Context: an optimization exercise on an open-source flow, tuned for small area, a short achievable clock period and few clock cycles. The choices shown serve that exercise and are no tape-out recipe.
Where RTL was checked, it was by simulation tests only, not by an equivalence proof against the original.
Power is estimated from default activity; no workload was simulated.

before:
Design mpls_proc, start of the top module:
module mpls_proc (
   input  logic                   clk,
   input  logic                   reset,
   input  logic [8+64-1:0]  in_word,     
   input  logic                   in_wr,
   output logic                   in_rdy,
   output logic [8+64-1:0]  out_word,    
   output logic                   out_wr,
   input  logic                   out_rdy,
   input  logic [48-1:0]      bram_dst_mac,
   input  logic [72-1:0] mplsword,
   input  logic                   unicast_out,
   input  logic [7:0]             ttl_stat_out
);
Size: roughly 7,200 cells after synthesis, about 280 I/O pins, roughly 0.070 mm² of cells after synthesis.
Settings: LEC_CHECK=0, CAP_MARGIN=20, CORE_MARGIN=2, CORE_UTILIZATION=65, PLACE_DENSITY=0.78, SETUP_SLACK_MARGIN=2.7, SLEW_MARGIN=20; clock period 5.0 ns.
run.sh (not shown) runs the stock make flow with config.mk's settings and CLKGATE_MAP_FILE= SYNTH_SCRIPT=/design/flow/synth_recipe.tcl, a recipe that flattens the netlist after the stock synthesis.
diff inputs: before => after
- changing PLACE_DENSITY from 0.78 to 0.7
- changing CORE_UTILIZATION from 65 to 55
--- outcome ---
Compared with before, in after worst hold slack roughly the same; synthesized cell count stayed essentially flat; growth of design area from synthesis to finish higher; number of fill cells increased by 2,683 relative to the old numbers.
| end-of-flow core utilization | after vs before | 10 points lower |
Function was not checked in any run of this note: the RTL went through the layout flow alone.

* * *

## job 7598
mpls_proc, a different RTL version from the one above (not shown whole).
Size in the first run: roughly 7400 cells after synthesis, about 2000 flip-flops, ~71000 sq um of cells after synthesis.
clock: 5.0 ns
lec_check: 0
cap_margin: 20
core_margin: 2
core_utilization: 55
cts_cluster_diameter: 100
cts_cluster_size: 25
place_density: 0.7
setup_slack_margin: 2.6
slew_margin: 20
Testbench counts of job 7598, summed over its fixed seeds: cycles 27,614.
The inputs of job 6215 differ from those of job 7598 as listed below.
- SETUP_SLACK_MARGIN now 2.85, was 2.6
--- outcome ---
Per the final summary, job 6215 finished and its layout is clean on timing, DRC and antenna. Looking at highest metal layer with signal wires, the met5 result is from job 7598; the met4 one comes from job 6215. The global-route wire length before repair number comes out lower for job 7598 vs job 6215. Multi-input combinational cell count: job 7598 vs job 6215, no meaningful difference. sky130_fd_sc_hd__dfxtp_4 as the cell at the slowest stage of the critical path was reported by job 6215, and sky130_fd_sc_hd__or4_4 by job 7598. Cmp job 7598 and job 6215 / critical path depth / lower: job 6215. Timing endpoint of the critical path = out_d[51]: job 7598; timing endpoint of the critical path = out_word[32]: job 6215. The slew of the pin with the lowest slew margin of job 6215 falls short of that of job 7598 by 0.055 ns.
Input-level comparison between job 4169 and job 6215:
- a change of SETUP_SLACK_MARGIN from 2.85 to 3.0
Results
Between job 6215 and job 4169, total routing usage reported by global routing is higher for job 4169, job 6215 comes in under that. Synthesized area: job 6215 vs job 4169 identical. Relative to job 6215, number of inserted diodes has gone down in job 4169. Going from job 6215 to job 4169, multi-input combinational cell count grew slightly.

* * *

## zinc
mpls_proc, a different RTL version from the one above (not shown whole).
Size: ~7,400 cells after synthesis, about 2,000 flip-flops, about 0.071 sq mm of cells after synthesis.
## mpls_proc
module mpls_proc (
   input  logic                   clk,
   input  logic                   reset,
   input  logic [8+64-1:0]  in_word,     
   input  logic                   in_wr,
   output logic                   in_rdy,
   output logic [8+64-1:0]  out_word,    
   output logic                   out_wr,
   input  logic                   out_rdy,
   input  logic [48-1:0]      bram_dst_mac,
   input  logic [72-1:0] mplsword,
   input  logic                   unicast_out,
   input  logic [7:0]             ttl_stat_out
);
==> flow/config.mk <==
export PLATFORM = sky130hd
export DESIGN_NAME = mpls_proc
export DESIGN_NICKNAME = mpls_proc
export VERILOG_FILES = /design/flow/design.v
export SDC_FILE = /design/flow/constraint.sdc
export NUM_CORES = 4
export LEC_CHECK = 0
export CAP_MARGIN = 20
export CORE_MARGIN = 2
export CORE_UTILIZATION = 80
export CTS_CLUSTER_DIAMETER = 100
export CTS_CLUSTER_SIZE = 25
export PLACE_DENSITY = 0.88
export SETUP_SLACK_MARGIN = 2.85
export SLEW_MARGIN = 20
==> flow/constraint.sdc <==
create_clock -name core_clock -period 5.0 [get_ports {clk}]
set_input_delay 1.0000 -clock core_clock [delete_from_list [all_inputs] [get_ports {clk}]]
set_output_delay 1.0000 -clock core_clock [all_outputs]
set_load 0.01 [all_outputs]
standard.sh (not shown) runs the stock make flow with config.mk's settings and CLKGATE_MAP_FILE= SYNTH_SCRIPT=/design/flow/synth_recipe.tcl, a recipe that flattens the netlist after the stock synthesis.
==> flow/flow/run.sh <==
#!/bin/bash
# The standard layout, with the ports buffered by plain buffers (sky130_fd_sc_hd__buf_2)
# instead of the delay cells buffer_ports picks by itself; the timing repair can then size
# them like any other buffer.
set -euo pipefail
export BUFFER_PORTS_ARGS="-buffer_cell sky130_fd_sc_hd__buf_2"
bash standard.sh > standard.log 2>&1
Testbench counts of zinc, summed over its fixed seeds: cycles 27,614.
Here is what was changed in the inputs of cedar compared with zinc.
# zinc
export LEC_CHECK = 0
export CAP_MARGIN = 20
export CORE_MARGIN = 2
export CORE_UTILIZATION = 80
export CTS_CLUSTER_DIAMETER = 100
export CTS_CLUSTER_SIZE = 25
export PLACE_DENSITY = 0.88
export SETUP_SLACK_MARGIN = 2.85
export SLEW_MARGIN = 20
create_clock -name core_clock -period 5.0 [get_ports {clk}]
# cedar
export LEC_CHECK = 0
export CAP_MARGIN = 20
export CORE_MARGIN = 2
export CORE_UTILIZATION = 55
export CTS_CLUSTER_DIAMETER = 100
export CTS_CLUSTER_SIZE = 25
export PLACE_DENSITY = 0.7
export SETUP_SLACK_MARGIN = 2.85
export SLEW_MARGIN = 20
create_clock -name core_clock -period 5.0 [get_ports {clk}]
==> results.txt <==
cedar: met1 track demand over resource lower than zinc
Going from zinc to cedar, die extent in y rose about 20%; placed wire-length estimate saw an increase; multi-input gate share of total cell area -0.53 points.
[cedar] part of the cycle the worst path needs fell 1.9 points relative to zinc
Going from zinc to cedar, worst hold slack essentially unchanged; signal arrival time at the worst endpoint -1680 ps; layout overhead on the synthesized area increased by 0.64 points relative to the old numbers; synthesized-area fraction occupied by adder cells closely matched the old numbers; non-clock buffer count in the final layout went down.
Number of antenna repair diodes for cedar: 11 down relative to zinc
Here is what was changed in the inputs of lagoon compared with cedar.
# cedar
export LEC_CHECK = 0
export CAP_MARGIN = 20
export CORE_MARGIN = 2
export CORE_UTILIZATION = 55
export CTS_CLUSTER_DIAMETER = 100
export CTS_CLUSTER_SIZE = 25
export PLACE_DENSITY = 0.7
export SETUP_SLACK_MARGIN = 2.85
export SLEW_MARGIN = 20
create_clock -name core_clock -period 5.0 [get_ports {clk}]
# lagoon
export LEC_CHECK = 0
export CAP_MARGIN = 20
export CORE_MARGIN = 2
export CORE_UTILIZATION = 70
export CTS_CLUSTER_DIAMETER = 100
export CTS_CLUSTER_SIZE = 30
export PLACE_DENSITY = 0.8
export SETUP_SLACK_MARGIN = 2.95
export SLEW_MARGIN = 20
create_clock -name core_clock -period 5.0 [get_ports {clk}]
Findings:
Looking at lagoon and cedar, the worst-skew pair later-pin latency is a wash. Utilization cedar -> lagoon: up. met3 wire length ends up lower on cedar. Critical path launch point: out_d[32]$_DFF_P_ -> cedar, oh[0]$_SDFF_PP1_ -> lagoon. Met3 usage (higher): lagoon. For the power, lagoon came in 0.96% lower than cedar did. Run comparison: cedar capturing element of the worst setup path out_word[32]; lagoon capturing element of the worst setup path out_d[54]$_DFF_P_.
diff inputs: lagoon => pepper
# lagoon
export LEC_CHECK = 0
export CAP_MARGIN = 20
export CORE_MARGIN = 2
export CORE_UTILIZATION = 70
export CTS_CLUSTER_DIAMETER = 100
export CTS_CLUSTER_SIZE = 30
export PLACE_DENSITY = 0.8
export SETUP_SLACK_MARGIN = 2.95
export SLEW_MARGIN = 20
create_clock -name core_clock -period 5.0 [get_ports {clk}]
# pepper
export LEC_CHECK = 0
export CAP_MARGIN = 20
export CORE_MARGIN = 2
export CORE_UTILIZATION = 55
export CTS_CLUSTER_DIAMETER = 100
export CTS_CLUSTER_SIZE = 25
export PLACE_DENSITY = 0.7
export SETUP_SLACK_MARGIN = 2.85
export SLEW_MARGIN = 20
create_clock -name core_clock -period 5.0 [get_ports {clk}]
==> flow/run.sh (new file) <==
#!/bin/bash
# synth_recipe.tcl (not shown) runs the flow's synth.tcl, then flattens the netlist and writes it again
# the make line also repeats each setting of config.mk as NAME=value (left out here)
make -C /OpenROAD-flow-scripts/flow DESIGN_CONFIG=/design/flow/config.mk WORK_HOME=/design/flow/orfs CLKGATE_MAP_FILE= SYNTH_SCRIPT=/design/flow/synth_recipe.tcl finish
removed: flow/flow/run.sh
removed: flow/standard.sh
### Flow results
pepper: all stages complete, timing, DRC and antenna checks passed. pepper: post-place instance area 2.6% above lagoon. Between pepper and lagoon, data required time at the worst endpoint is lower for pepper, lagoon comes in above that. Relative to lagoon, the overall power of pepper is higher by 1.3%. ~same layout multi-input combinational cell count in pepper and lagoon. Utilization in pepper vs lagoon: down 15 points. Looking at cell with the biggest individual delay on the critical path, the dfxtp_4 result is from lagoon; the dfxtp_2 one comes from pepper. Final critical-path required period ended up 8.0 ps lower on pepper than on lagoon. Per the comparison of pepper with lagoon, final instance count without filler cells went up 4.8%, relative contribution of the clock network to total power went up 1.2 points. When pepper is set beside lagoon, its met2 layer wire length in the routed design turns out to be 1.7% larger. In the reports for pepper and lagoon, the larger worst setup slack belongs to pepper. Summary — number of buffers other than clock buffers in the final layout, pepper relative to lagoon: higher, by 12%.
The inputs of onyx differ from those of pepper as listed below.
# pepper
export LEC_CHECK = 0
export CAP_MARGIN = 20
export CORE_MARGIN = 2
export CORE_UTILIZATION = 55
export CTS_CLUSTER_DIAMETER = 100
export CTS_CLUSTER_SIZE = 25
export PLACE_DENSITY = 0.7
export SETUP_SLACK_MARGIN = 2.85
export SLEW_MARGIN = 20
create_clock -name core_clock -period 5.0 [get_ports {clk}]
# onyx
export LEC_CHECK = 0
export CAP_MARGIN = 20
export CORE_MARGIN = 2
export CORE_UTILIZATION = 70
export CTS_CLUSTER_DIAMETER = 100
export CTS_CLUSTER_SIZE = 25
export PLACE_DENSITY = 0.8
export SETUP_SLACK_MARGIN = 2.85
export SLEW_MARGIN = 20
create_clock -name core_clock -period 5.0 [get_ports {clk}]
==> flow/flow/run.sh (new file) <==
#!/bin/bash
# The standard layout, with the ports buffered by plain buffers (sky130_fd_sc_hd__buf_2)
# instead of the delay cells buffer_ports picks by itself, and the timing repair allowed
# to size a cell into any footprint.
set -euo pipefail
export BUFFER_PORTS_ARGS="-buffer_cell sky130_fd_sc_hd__buf_2"
bash standard.sh MATCH_CELL_FOOTPRINT=0 finish > standard.log 2>&1
==> flow/standard.sh (new file) <==
#!/bin/bash
# synth_recipe.tcl (not shown) runs the flow's synth.tcl, then flattens the netlist and writes it again
# the make line also repeats each setting of config.mk as NAME=value (left out here)
make -C /OpenROAD-flow-scripts/flow DESIGN_CONFIG=/design/flow/config.mk WORK_HOME=/design/flow/orfs CLKGATE_MAP_FILE= SYNTH_SCRIPT=/design/flow/synth_recipe.tcl "${@:-finish}"
removed: flow/run.sh
[summary]
- Between pepper and onyx, the maximum frequency does not differ in any meaningful way.
- As far as layout sequential cell count goes, pepper and onyx are indistinguishable; the numbers are identical.
- Delta (onyx minus pepper): area of the core lost about 22%; global-route usage picked up an extra 5.9 points.
For fjord, these inputs were changed with respect to onyx:
==> flow/flow/run.sh <==
#!/bin/bash
# The standard layout, with the ports buffered by plain buffers (sky130_fd_sc_hd__buf_2)
# instead of the delay cells buffer_ports picks by itself; the timing repair can then size
# them like any other buffer.
set -euo pipefail
export BUFFER_PORTS_ARGS="-buffer_cell sky130_fd_sc_hd__buf_2"
bash standard.sh > standard.log 2>&1
[summary]
There was hardly any difference in share of cell area taken by flip-flops and latches between onyx and fjord. Summary of fjord over onyx: via count dropped about 0.8%; final standard cell area without fillers barely changed; proportion of power drawn by combinational gates barely changed.

-- separate check: timing with driven ports --
No port has a modelled driver above. Below, the same layouts with a new extraction and two added sets of constraints.
Step 1 (the two cells are an assumption about what drives the block):
set clk [get_ports {clk}]
set_driving_cell -lib_cell sky130_fd_sc_hd__clkbuf_16 $clk
set_driving_cell -lib_cell sky130_fd_sc_hd__buf_2 [delete_from_list [all_inputs] $clk]
Step 2 times the ports against the registers' clock, not the clock port: input delays grow and output delays shrink by t, the midpoint of the rising clock arrivals with the driver on.
Slacks: no drivers / after step 1 / after step 2; pairs: no drivers / after step 1.
| run | t, ns | setup slack, ns | clock arrival spread, ns |
|---|---|---|---|
| before | 0.857 | 2.372 / 2.300 / 1.833 | 0.022 / 0.023 |
| after | 0.870 | 2.578 / 2.518 / 1.768 | 0.026 / 0.026 |
| job 7598 | 0.769 | 2.589 / 2.589 / 1.865 | 0.028 / 0.028 |
| job 6215 | 0.774 | 2.753 / 2.671 / 2.121 | 0.039 / 0.039 |
| job 4169 | 0.769 | 2.758 / 2.686 / 2.216 | 0.041 / 0.042 |
| zinc | 0.752 | 2.722 / 2.725 / 1.987 | 0.035 / 0.035 |
| cedar | 0.766 | 2.819 / 2.745 / 2.070 | 0.031 / 0.031 |
| lagoon | 0.758 | 2.802 / 2.753 / 2.120 | 0.028 / 0.027 |
| pepper | 0.767 | 2.810 / 2.739 / 2.140 | 0.031 / 0.030 |
| onyx | 0.762 | 2.815 / 2.740 / 2.086 | 0.023 / 0.024 |
| fjord | 0.762 | 2.828 / 2.756 / 2.109 | 0.026 / 0.025 |
After both steps every run listed still meets setup and hold. For after, which loses most, drivers alone change the setup slack by -0.060 ns; drivers and shift together by -0.810 ns.
